Background: an optimization exercise with open tools, aiming at small area, a short achievable clock period and few clock cycles. Do not read the settings as production practice.
The RTL was checked by simulation tests, not by an equivalence proof against the original design.

==> flow/design.v (outline; a module is shown in full before it is edited, if it fits) <==
// module cmult_round_sat: 10 lines
// module axis_cmult: 3034 lines
// module cmult_fa: 4 lines
// module cmult_ha: 4 lines
module axis_cmult
#(
  parameter int IN_WIDTH  = 16,
  parameter int OUT_WIDTH = 16,
  parameter int SHIFT     = 15,
  parameter int ROUND     = 1
) (
  input  logic                     aclk,
  input  logic                     areset,
  input  logic [2*IN_WIDTH-1:0]    s_axis_a_tdata,
  input  logic                     s_axis_a_tvalid,
  output logic                     s_axis_a_tready,
  input  logic                     s_axis_a_tlast,
  input  logic [2*IN_WIDTH-1:0]    s_axis_b_tdata,
  input  logic                     s_axis_b_tvalid,
  output logic                     s_axis_b_tready,
  input  logic                     conj_b,
  output logic [2*OUT_WIDTH-1:0]   m_axis_tdata,
  output logic                     m_axis_tvalid,
  input  logic                     m_axis_tready,
  output logic                     m_axis_tlast,
  output logic                     ovf_sticky,
  input  logic                     ovf_clr
);
  // ...
==> flow/flow/run.sh <==
#!/bin/bash
# Own layout flow: the standard ORFS flow (standard.sh, standard synthesis unchanged)
# with extra ORFS make variables appended to its make command line.
set -euo pipefail
EXTRA=$(cat flow/extra_vars.txt)
sed "s|\"\${@:-finish}\"|$EXTRA \"\${@:-finish}\"|" standard.sh > my_standard.sh
bash my_standard.sh > flow_make.log 2>&1
==> flow/flow/extra_vars.txt <==
BUFFER_PORTS_ARGS="-buffer_cell sky130_fd_sc_hd__buf_1" MATCH_CELL_FOOTPRINT=0
==> flow/standard.sh <==
#!/bin/bash
# synth_recipe.tcl (not shown) runs the flow's synth.tcl, then flattens the netlist and writes it again
# the make line also repeats each setting of config.mk as NAME=value (left out here)
make -C /OpenROAD-flow-scripts/flow DESIGN_CONFIG=/design/flow/config.mk WORK_HOME=/design/flow/orfs CLKGATE_MAP_FILE= SYNTH_SCRIPT=/design/flow/synth_recipe.tcl "${@:-finish}"
==> flow/config.mk <==
export PLATFORM = sky130hd
export DESIGN_NAME = axis_cmult
export DESIGN_NICKNAME = axis_cmult
export VERILOG_FILES = /design/flow/design.v
export SDC_FILE = /design/flow/constraint.sdc
export NUM_CORES = 4
export LEC_CHECK = 0
export CAP_MARGIN = 20
export CORE_MARGIN = 2
export CORE_UTILIZATION = 40
export SETUP_SLACK_MARGIN = 4.25
export SLEW_MARGIN = 20
export SYNTH_HIERARCHICAL = 1
==> flow/constraint.sdc <==
create_clock -name core_clock -period 8.5 [get_ports {aclk}]
set_input_delay 1.7000 -clock core_clock [delete_from_list [all_inputs] [get_ports {aclk}]]
set_output_delay 1.7000 -clock core_clock [all_outputs]
set_load 0.01 [all_outputs]
==> flow_summary.toml, run 1 <==
[run_status]
status = "timing/DRC/antenna clean"

[sta]
rsz0062_at_grt = "true"
tightestPinTransition_ns = 1.03
post-route-min-period_ns = 4.19
finalCritPeriodShare = 0.493
fin_skew_ns = 0.0331
setup_ws_ns = 4.31

[global_routing]
overflow = 0
grt_max_degree = 79

[placement]
place_congestion = 0.880
dp_slack_ns = 4.06

[routing]
avgViaCountPerCell = 6.21
wl_per_cell_um = 26.0
drc = 0
vias = 22100
wirelength_um = 92600

[clock_tree]
cts_tree = "done"
cts.sinks = 222
cts_setup_buffers = 9

[logic_synthesis]
yosysUniqueCellTypes = 61
avgSynthCellArea_um2 = 11.3
synth_xor_area_frac = 0.175

[layout]
seq_area_um2 = 6640
multi_input_area_share = 0.672
multi_input_cells = 2051
finalNetCount = 3216

[setup_path]
crit_buf_inv = 1
timing.rr.end = "re_q18_1"
cp_common_cell = "fa_1"
arrival_ns = 4.53

[hold_path]
hold_depth = 0

[run]
cap_violations = 0
Testbench counts, summed over its fixed seeds: cycles 24,024.
==> run 2, diff against run 1 <==
--- a/flow/config.mk
+++ b/flow/config.mk
@@ -9,5 +9,5 @@
 export CORE_MARGIN = 2
 export CORE_UTILIZATION = 40
-export SETUP_SLACK_MARGIN = 4.25
+export SETUP_SLACK_MARGIN = 4.45
 export SLEW_MARGIN = 20
 export SYNTH_HIERARCHICAL = 1
==> flow_summary.toml, run 2 <==
[logic_synthesis]
synthArstFlopShare = 0.0225
syn-num-nets = 3268
yosysWarnings = 8
yosysUniqueCellTypes = 61
yosysMostFrequentCell = "xnor2_1"
synth_top_area_cell = "fa_1"
synth_top_area_share = 0.306
synth_area_um2 = 29700
avgSynthCellArea_um2 = 11.3
ys_seq_area_frac = 0.223
synth_edf_count = 217
ys_seq_elements = 222
synth.area.top_cells = "fa_1, edfxtp_1, xnor2_1"
ys.flop_type = "edfxtp_1"
synthTopCellsByCount = "xnor2_1, a22oi_1, fa_1"
synth_cells = 2628

[routing]
vias = 23500
avgViaCountPerCell = 6.43
antenna_left = 0
wirelength_um = 106000
drc = 0
drt-pass1-iter-count = 7
wl_per_cell_um = 29.1
drtIter0Drc = 3103

[global_routing]
antenna_found_initial = 0
grt_max_degree = 79
first_global_vias = 24600
overflow = 0
grt.total_usage = 0.269
grt_pass1_wl_um = 157000

[setup_path]
critPathRequiredTime_ns = 8.84
path_depth = 9
r2r-start = "ai[8]"
cpLargestDelayFamily = "adder cells"
critPathLaunchType = "flip-flop"
cp_max_fo = 16
arrival_ns = 4.48
rrSetupSlack_ns = 4.35
max_stage_delay_ns = 0.55
timing.rr.end = "im_q18_1"
crit_type = "flip-flop to flip-flop"
crit_path_end_kind = "flip-flop"
crit_buf_inv = 1
crit_chain = "buf_12, a22oi_1, xnor2_1, fa_2, fa_1, fa_2, fa_1, fa_2, fa_1"
crit_path_top_delay_cell = "fa_2"
reg2reg_depth = 9

[sta]
finalSetupViolations = 0
tightestPinTransition_ns = 1.02
fin_tns_setup_ns = 0
slew_headroom = 0.322
rsz0062_at_grt = "true"
hold_viol = 0
fin_skew_ns = 0.0329
finalCritPeriodShare = 0.488
post-route-min-period_ns = 4.15
timing.fmax_ghz = 0.241
drv_slew = 0

[layout]
layout_commonest_cell = "xnor2_1"
syn2layout_area_growth_pct = 16.3
largest_reg_flops = 32
final.fill_count = 6587
final_core_util = 0.472
final_cell_mix = "xnor2_1, a22oi_1, fa_1"
top_regs = "d3 (32), ai (16), ar (16)"
finalNetCount = 3310
n_antenna_cell = 0
layout-drive-gt1-share = 0.153
largest-register = "d3"

[run_status]
status = "timing/DRC/antenna clean"

[clock_tree]
cts.sinks = 222
clkLatencyLatePin_ns = 0.63
cts_hold_buffers = 0
htree_levels = 1
cts_tree = "done"
numCtsBuffers = 28
cts_buffer_depth = 3
cts_root_buf = "clkbuf_16"
cts.clk_slew.worst_paths_ns = 0.06

[floorplan]
start_util = 0.406
ioPinCount = 109
core-area_um2 = 73300
die_x_um = 277
std_cell_rows = 99
die-area_um2 = 76500
die_y_um = 277

[placement]
dp_hpwl_um = 59800
numPortBuffers = 108
place_congestion = 0.879

[run]
cap_violations = 0

[hold_path]
min_to = "l2"
holdCritStartpoint = "l1"
hp-class = "flip-flop to flip-flop"
hold_depth = 0
run 2: area by class of cell:
type / count / area (um^2) / area share
Timing Repair Buffer: 308 / 3200 / 0.0924
Multi-Input combinational cell: 2051 / 22400 / 0.648
Inverter: 59 / 221 / 0.00641
Sequential cell: 222 / 6640 / 0.192
Tap cell: 959 / 1200 / 0.0347
Clock inverter: 14 / 200 / 0.00579
Clock buffer: 34 / 723 / 0.0209
run 2: worst reg2reg max path, cell delays in order (launching register included):
cell,delay [ns]
edfxtp_1,0.43
buf_12,0.20
a22oi_1,0.24
xnor2_1,0.17
fa_2,0.49
fa_1,0.52
fa_2,0.45
fa_1,0.42
fa_2,0.55
fa_1,0.41
run 2: logic make-up after synthesis:
group,after synthesis,synth area share
and+or+nand+nor,186,0.0305
AOI/OAI and AO/OA,702,0.170
buffers and inverters,355,0.0472
muxes,2,0.000715
DFF,222,0.223
adders and majority gates,568,0.354
xor gates and xnor gates,593,0.175
run 2: per-layer routing:
metal / GRT usage / vias up / routed length (um)
met5: 0 / - / 0
met2: 0.409 / 1803 / 46900
met1: 0.354 / 11900 / 40000
li1: - / 9326 / -
met3: 0.0722 / 414 / 13200
met4: 0.135 / 0 / 5950
run 2: worst max-delay path by stage:
stage,startpoint,to
2_1_floorplan,br_neg[5],re_q15_1
3_3_place_gp,ar[13],im_q16_1
3_5_place_dp,br_two[4],im_q15_1
4_1_cts,ai[9],im_q15_1
5_1_grt,br_two[6],im_q18_1
6_report,ai[8],im_q18_1
run 2: stage by stage:
stage	hold slack, ns	cell area, um^2	setup slack [ns]	cells
after global placement	0.403	30900	4.01	3490
after CTS	0.422	33500	4.41	3613
after floorplan	0.400	29800	4.42	2628
after detailed placement	0.408	30900	3.89	3490
final	0.423	34600	4.35	3647
after global routing	0.440	34600	4.30	3647
run 2: modules after synthesis, one instance, submodules excluded:
module / flops+latches / cells inside
axis_cmult: 222 / 2020
cmult_round_sat: 0 / 57
cmult_fa: 0 / 1
cmult_ha: 0 / 1
run 2: timing repair:
| action | 4_1_cts | 5_1_grt |
|---|---|---|
| pin swaps | 27 | 39 |
| endpoints found under the hold margin | 0 | 0 |
| buffers inserted | 51 | 26 |
| setup endpoints to repair | 55 | 58 |
| gates cloned | 24 | 8 |
| gates resized for setup | 200 | 154 |

==> static timing again, ports no longer ideal <==
How much do the figures lean on ideal ports? The routed layouts below were timed once more, with nothing changed but the port constraints.
Step 1 sets driving cells, clkbuf_16 on the clock port and buf_2 on the other inputs (assumed; they add their load-dependent delay and slew).
Step 2 also shifts input and output timing later by t, the mid clock arrival at the registers, as if the neighbouring blocks saw the same clock.
a / b / c = ideal ports / drivers / drivers and shift; a / b = the first two.
run	t, ns	slack for setup (ns)	hold WS [ns]	worst slew at a driven data input, ns
run 1	0.661	4.312 / 4.312 / 4.312	0.420 / 0.420 / 0.420	0.09
run 2	0.674	4.352 / 4.352 / 4.352	0.423 / 0.423 / 0.423	0.05
After both steps every run listed still meets setup and hold.
